From an optimization exercise on the open Yosys and OpenROAD flow, aimed at small area, a short achievable clock period and few clock cycles; shortcuts taken in it are not production practice. Where RTL was checked, it was by simulation tests only, not by an equivalence proof against the original. Power and IR drop assume default switching activity.

==> flow/design.v (excerpt) <==
module hdc_encoder_top (
  input  logic      clk_i,
  input  logic      rst_i,
  input  logic      csr_we_i,
  input  logic      csr_re_i,
  input  hdc_pkg::csr_addr_t csr_addr_i,
  input  hdc_pkg::csr_data_t csr_wdata_i,
  output hdc_pkg::csr_data_t csr_rdata_o,
  output logic      csr_rvalid_o,
  output hdc_pkg::hv_t       qhv_o,
  output logic      qhv_valid_o
);
  localparam int unsigned LANES = hdc_pkg::HV_DIM / 2;
  logic     start, n_zero, busy, done;
  logic [hdc_pkg::HV_DIM/2-1:0] grp;
  hdc_pkg::count_t   num_items;
  hdc_pkg::im_addr_t base_a, ab_dist;
  logic [hdc_pkg::IM_DEPTH*hdc_pkg::HV_DIM-1:0] mem;
  logic [LANES*hdc_pkg::IM_DEPTH-1:0] y;
  logic [hdc_pkg::IM_DEPTH-1:0] mask;
  hdc_csr u_csr (
    .clk_i        ( clk_i        ), .rst_i        ( rst_i        ),
    .csr_we_i     ( csr_we_i     ), .csr_re_i     ( csr_re_i     ),
    .csr_addr_i   ( csr_addr_i   ), .csr_wdata_i  ( csr_wdata_i  ),
    .busy_i       ( busy         ), .done_i       ( done         ),
    .result_i     ( qhv_o        ), .csr_rdata_o  ( csr_rdata_o  ),
    .csr_rvalid_o ( csr_rvalid_o ), .start_o      ( start        ),
    .n_zero_o     ( n_zero       ), .num_items_o  ( num_items    ),
    .base_a_o     ( base_a       ), .dist_o       ( ab_dist         )
  );
  im_shared_mem u_mem (
    .clk_i ( clk_i ), .csr_we_i ( csr_we_i ), .csr_addr_i ( csr_addr_i ),
    .csr_wdata_i ( csr_wdata_i ), .mem_o ( mem )
  );
  im_fetcher #(.LANES(LANES)) u_fetch (
    .mem_i ( mem ), .grp_i ( grp ), .num_items_i ( num_items ),
    .base_a_i ( base_a ), .dist_i ( ab_dist ), .y_o ( y ), .mask_o ( mask )
  );
  hv_bundler #(.LANES(LANES)) u_bundler (
    .clk_i ( clk_i ), .rst_i ( rst_i ), .start_i ( start ),
    .n_zero_i ( n_zero ), .num_items_i ( num_items ), .y_i ( y ),
    .mask_i ( mask ), .grp_o ( grp ), .busy_o ( busy ), .done_o ( done ),
    .qhv_o ( qhv_o ), .qhv_valid_o ( qhv_valid_o )
  );
endmodule
For scale: ~8100 cells after synthesis, roughly 1100 flip-flops, about 110 I/O pins, roughly 0.068 sq mm of cells after synthesis.
==> module hv_bundler, before the edit <==
module hv_bundler #(
  parameter int unsigned LANES = 16
) (
  input  logic   clk_i,
  input  logic   rst_i,
  input  logic   start_i,
  input  logic   n_zero_i,
  input  hdc_pkg::count_t num_items_i,
  input  logic [LANES*hdc_pkg::IM_DEPTH-1:0] y_i,
  input  logic [hdc_pkg::IM_DEPTH-1:0]       mask_i,
  output logic [LANES-1:0] grp_o,
  output logic   busy_o,
  output logic   done_o,
  output hdc_pkg::hv_t    qhv_o,
  output logic   qhv_valid_o
);
  localparam int unsigned D = hdc_pkg::IM_DEPTH;
  logic       ph1_q, ph2_q, ph3_q;
  logic       accept;
  logic [2:0]         qcap_q;    
  logic [2:0]         rhalf_q;   
  logic [4:0]         thr_q [9];   
  logic [LANES-1:0]   maj;
  logic [LANES-1:0]   part_q;
  assign accept = start_i && !n_zero_i && !ph1_q && !ph2_q;
  assign busy_o = ph1_q || ph2_q || ph3_q;
  logic [LANES-1:0] par_q;
  logic             par_dec_q;
  always_ff @(posedge clk_i) begin
    if (rst_i) begin
      par_q     <= '0;
      par_dec_q <= 1'b0;
    end else begin
      par_q     <= ~par_q;
      par_dec_q <= ~par_dec_q;
    end
  end
  assign grp_o = par_q;
  always_ff @(posedge clk_i) begin
    if (rst_i) begin
      ph1_q       <= 1'b0;
      ph2_q       <= 1'b0;
      ph3_q       <= 1'b0;
      done_o      <= 1'b0;
      qhv_valid_o <= 1'b0;
    end else begin
      ph1_q       <= accept;
      ph2_q       <= ph1_q;
      ph3_q       <= ph2_q;
      qhv_valid_o <= ph3_q;
      if (accept) begin
        done_o <= 1'b0;
      end else if (ph3_q) begin
        done_o <= 1'b1;
      end
    end
  end
  always_ff @(posedge clk_i) begin
    qcap_q  <= (num_items_i[7:6] != 2'd0) ? 3'd4 : {1'b0, num_items_i[5:4]};
    rhalf_q <= num_items_i[3:1];
  end
  for (genvar h = 0; h < 9; h++) begin : g_thr
    logic [5:0] base, step, t;
    assign base = {3'b0, rhalf_q} + 6'd1;
    if (h <= 4) begin : g_up
      assign step = 6'(qcap_q * (8 - 2 * h));
      assign t    = base + step;
      always_ff @(posedge clk_i) begin
        thr_q[h] <= (t > 6'd16) ? 5'd16 : t[4:0];
      end
    end else begin : g_down
      assign step = 6'(qcap_q * (2 * h - 8));
      assign t    = base - step;
      always_ff @(posedge clk_i) begin
        thr_q[h] <= (base > step) ? t[4:0] : 5'd0;
      end
    end
  end
  function automatic logic [1:0] fadd(input logic a, input logic b, input logic c);
    fadd = {(a & b) | (a & c) | (b & c), a ^ b ^ c};
  endfunction
  function automatic logic [7:0] csa16(input logic [15:0] v);
    logic [1:0] f0, f1, f2, f3, f4, g0, g1, g2;
    f0 = fadd(v[0],  v[1],  v[2]);
    f1 = fadd(v[3],  v[4],  v[5]);
    f2 = fadd(v[6],  v[7],  v[8]);
    f3 = fadd(v[9],  v[10], v[11]);
    f4 = fadd(v[12], v[13], v[14]);
    g0 = fadd(f0[0], f1[0], f2[0]);
    g1 = fadd(f3[0], f4[0], v[15]);
    g2 = fadd(f0[1], f1[1], f2[1]);
    csa16 = {g2[1], f4[1], f3[1], g2[0], g1[1], g0[1], g1[0], g0[0]};
  endfunction
  function automatic logic [2:0] count6(input logic [5:0] v);
    logic [1:0] a, b;
    a = fadd(v[0], v[1], v[2]);
    b = fadd(v[3], v[4], v[5]);
    count6 = {1'b0, a} + {1'b0, b};
  endfunction
  for (genvar l = 0; l < LANES; l++) begin : g_lane
    logic [D-1:0] y, ym;
    logic [7:0]   all_q, ext_c_q;   
    logic [3:0]   half;             
    logic [3:0]   s_ext;
    logic [8:0]   half_q;           
    logic [3:0]   ext_q;            
    logic [4:0]   thr;
    assign y  = y_i[l*D +: D];
    assign ym = y & mask_i;
    always_ff @(posedge clk_i) begin
      all_q   <= csa16(y);
      ext_c_q <= csa16(ym);
    end
    assign half  = 4'(count6({all_q[6:2], all_q[0]})) + {2'b0, all_q[7], 1'b0};
    assign s_ext = 4'(ext_c_q[0]) + 4'(ext_c_q[1]) +
                   {2'b0, count6({1'b0, ext_c_q[6:2]}), 1'b0} + {1'b0, ext_c_q[7], 2'b0};
    always_ff @(posedge clk_i) begin
      for (int h = 0; h < 9; h++) half_q[h] <= (half == 4'(h));
      ext_q <= s_ext;
    end
    always_comb begin
      thr = '0;
      for (int h = 0; h < 9; h++) thr = thr | (half_q[h] ? thr_q[h] : 5'd0);
    end
    assign maj[l] = ({1'b0, ext_q} >= thr);
  end
  always_ff @(posedge clk_i) begin
    if (ph2_q) part_q <= maj;
  end
  always_ff @(posedge clk_i) begin
    if (ph3_q) qhv_o <= par_dec_q ? {maj, part_q} : {part_q, maj};
  end
endmodule
clock: 5.0 ns
lec_check: 0
abc_area: 1
cap_margin: 20
core_margin: 2
core_utilization: 40
setup_slack_margin: 1.9
slew_margin: 20
run.sh (not shown) runs the stock make flow with config.mk's settings and CLKGATE_MAP_FILE= SYNTH_SCRIPT=/design/flow/synth_recipe.tcl, a recipe that flattens the netlist after the stock synthesis.
Change:
--- a/flow/design.v
+++ b/flow/design.v
@@ -211,8 +211,17 @@
         done_o <= 1'b1;
       end
     end
   end
+  function automatic logic [2:0] popcount4(input logic [3:0] v);
+    logic a, b, ac, bc, c;
+    a  = v[0] ^ v[1];
+    ac = v[0] & v[1];
+    b  = v[2] ^ v[3];
+    bc = v[2] & v[3];
+    c  = a & b;
+    popcount4 = {ac & bc, (ac ^ bc) | c, a ^ b};
+  endfunction
   always_ff @(posedge clk_i) begin
     qcap_q  <= (num_items_i[7:6] != 2'd0) ? 3'd4 : {1'b0, num_items_i[5:4]};
     rhalf_q <= num_items_i[3:1];
   end
@@ -232,48 +241,30 @@
         thr_q[h] <= (base > step) ? t[4:0] : 5'd0;
       end
     end
   end
-  function automatic logic [1:0] fadd(input logic a, input logic b, input logic c);
-    fadd = {(a & b) | (a & c) | (b & c), a ^ b ^ c};
-  endfunction
-  function automatic logic [7:0] csa16(input logic [15:0] v);
-    logic [1:0] f0, f1, f2, f3, f4, g0, g1, g2;
-    f0 = fadd(v[0],  v[1],  v[2]);
-    f1 = fadd(v[3],  v[4],  v[5]);
-    f2 = fadd(v[6],  v[7],  v[8]);
-    f3 = fadd(v[9],  v[10], v[11]);
-    f4 = fadd(v[12], v[13], v[14]);
-    g0 = fadd(f0[0], f1[0], f2[0]);
-    g1 = fadd(f3[0], f4[0], v[15]);
-    g2 = fadd(f0[1], f1[1], f2[1]);
-    csa16 = {g2[1], f4[1], f3[1], g2[0], g1[1], g0[1], g1[0], g0[0]};
-  endfunction
-  function automatic logic [2:0] count6(input logic [5:0] v);
-    logic [1:0] a, b;
-    a = fadd(v[0], v[1], v[2]);
-    b = fadd(v[3], v[4], v[5]);
-    count6 = {1'b0, a} + {1'b0, b};
-  endfunction
   for (genvar l = 0; l < LANES; l++) begin : g_lane
     logic [D-1:0] y, ym;
-    logic [7:0]   all_q, ext_c_q;   
-    logic [3:0]   half;             
+    logic [11:0]  all4_q, ext4_q;   
+    logic [4:0]   s_all;
     logic [3:0]   s_ext;
     logic [8:0]   half_q;           
     logic [3:0]   ext_q;            
     logic [4:0]   thr;
     assign y  = y_i[l*D +: D];
     assign ym = y & mask_i;
     always_ff @(posedge clk_i) begin
-      all_q   <= csa16(y);
-      ext_c_q <= csa16(ym);
+      for (int g = 0; g < 4; g++) begin
+        all4_q[3*g +: 3] <= popcount4(y[4*g +: 4]);
+        ext4_q[3*g +: 3] <= popcount4(ym[4*g +: 4]);
+      end
     end
-    assign half  = 4'(count6({all_q[6:2], all_q[0]})) + {2'b0, all_q[7], 1'b0};
-    assign s_ext = 4'(ext_c_q[0]) + 4'(ext_c_q[1]) +
-                   {2'b0, count6({1'b0, ext_c_q[6:2]}), 1'b0} + {1'b0, ext_c_q[7], 2'b0};
+    assign s_all = ({2'b0, all4_q[2:0]} + {2'b0, all4_q[5:3]}) +
+                   ({2'b0, all4_q[8:6]} + {2'b0, all4_q[11:9]});
+    assign s_ext = ({1'b0, ext4_q[2:0]} + {1'b0, ext4_q[5:3]}) +
+                   ({1'b0, ext4_q[8:6]} + {1'b0, ext4_q[11:9]});
     always_ff @(posedge clk_i) begin
-      for (int h = 0; h < 9; h++) half_q[h] <= (half == 4'(h));
+      for (int h = 0; h < 9; h++) half_q[h] <= (s_all[4:1] == 4'(h));
       ext_q <= s_ext;
     end
     always_comb begin
       thr = '0;
Setup slack gets worse by 30 ps.
Global-route usage drops by 2.0 points.
Via count came out higher by 12%.
Power went up by 11%.
Die area came out higher by 14%.
Critical path depth grows by 4.
Clock power rose by about 10%.
Final area rises by 7.5%.
Maximum frequency is lower by 0.97%.
Core utilization went down by 3.0 points.
Register-to-register slack loses 30 ps.
Clock-buffer cell count increases by 19.
Worst hold slack gets better by 8.1 ps.
Testbench counts after the change, summed over its fixed seeds: cycles 2,576.
For the first run of this note, only the layout was checked, not whether the RTL still works.

==> separate check: timing with driven ports <==
Ports are ideal in the flow. The routed layouts listed here were re-timed in OpenROAD. Step 1: set_driving_cell puts a clkbuf_16 on clk_i and a buf_2 on each other input, an assumption about the parent block. Step 2, shift: input delay + t, output delay - t, t = (earliest + latest rising clock arrival at the registers) / 2. This alone moves slack from input paths to output paths. a / b / c = ideal ports / drivers / drivers and shift; a / b = the first two.
| run | shift t [ns] | slack for setup (ns) | clock arrival spread, ns |
|---|---|---|---|
| the first run | 0.855 | 1.871 / 1.871 / 1.143 | 0.075 / 0.075 |
| the second run | 0.879 | 1.840 / 1.840 / 1.084 | 0.030 / 0.030 |
After both steps every run listed still meets setup and hold. The setup slack of the second run, which loses most, moves by 0.000 ns with the drivers and by -0.756 ns with both steps.
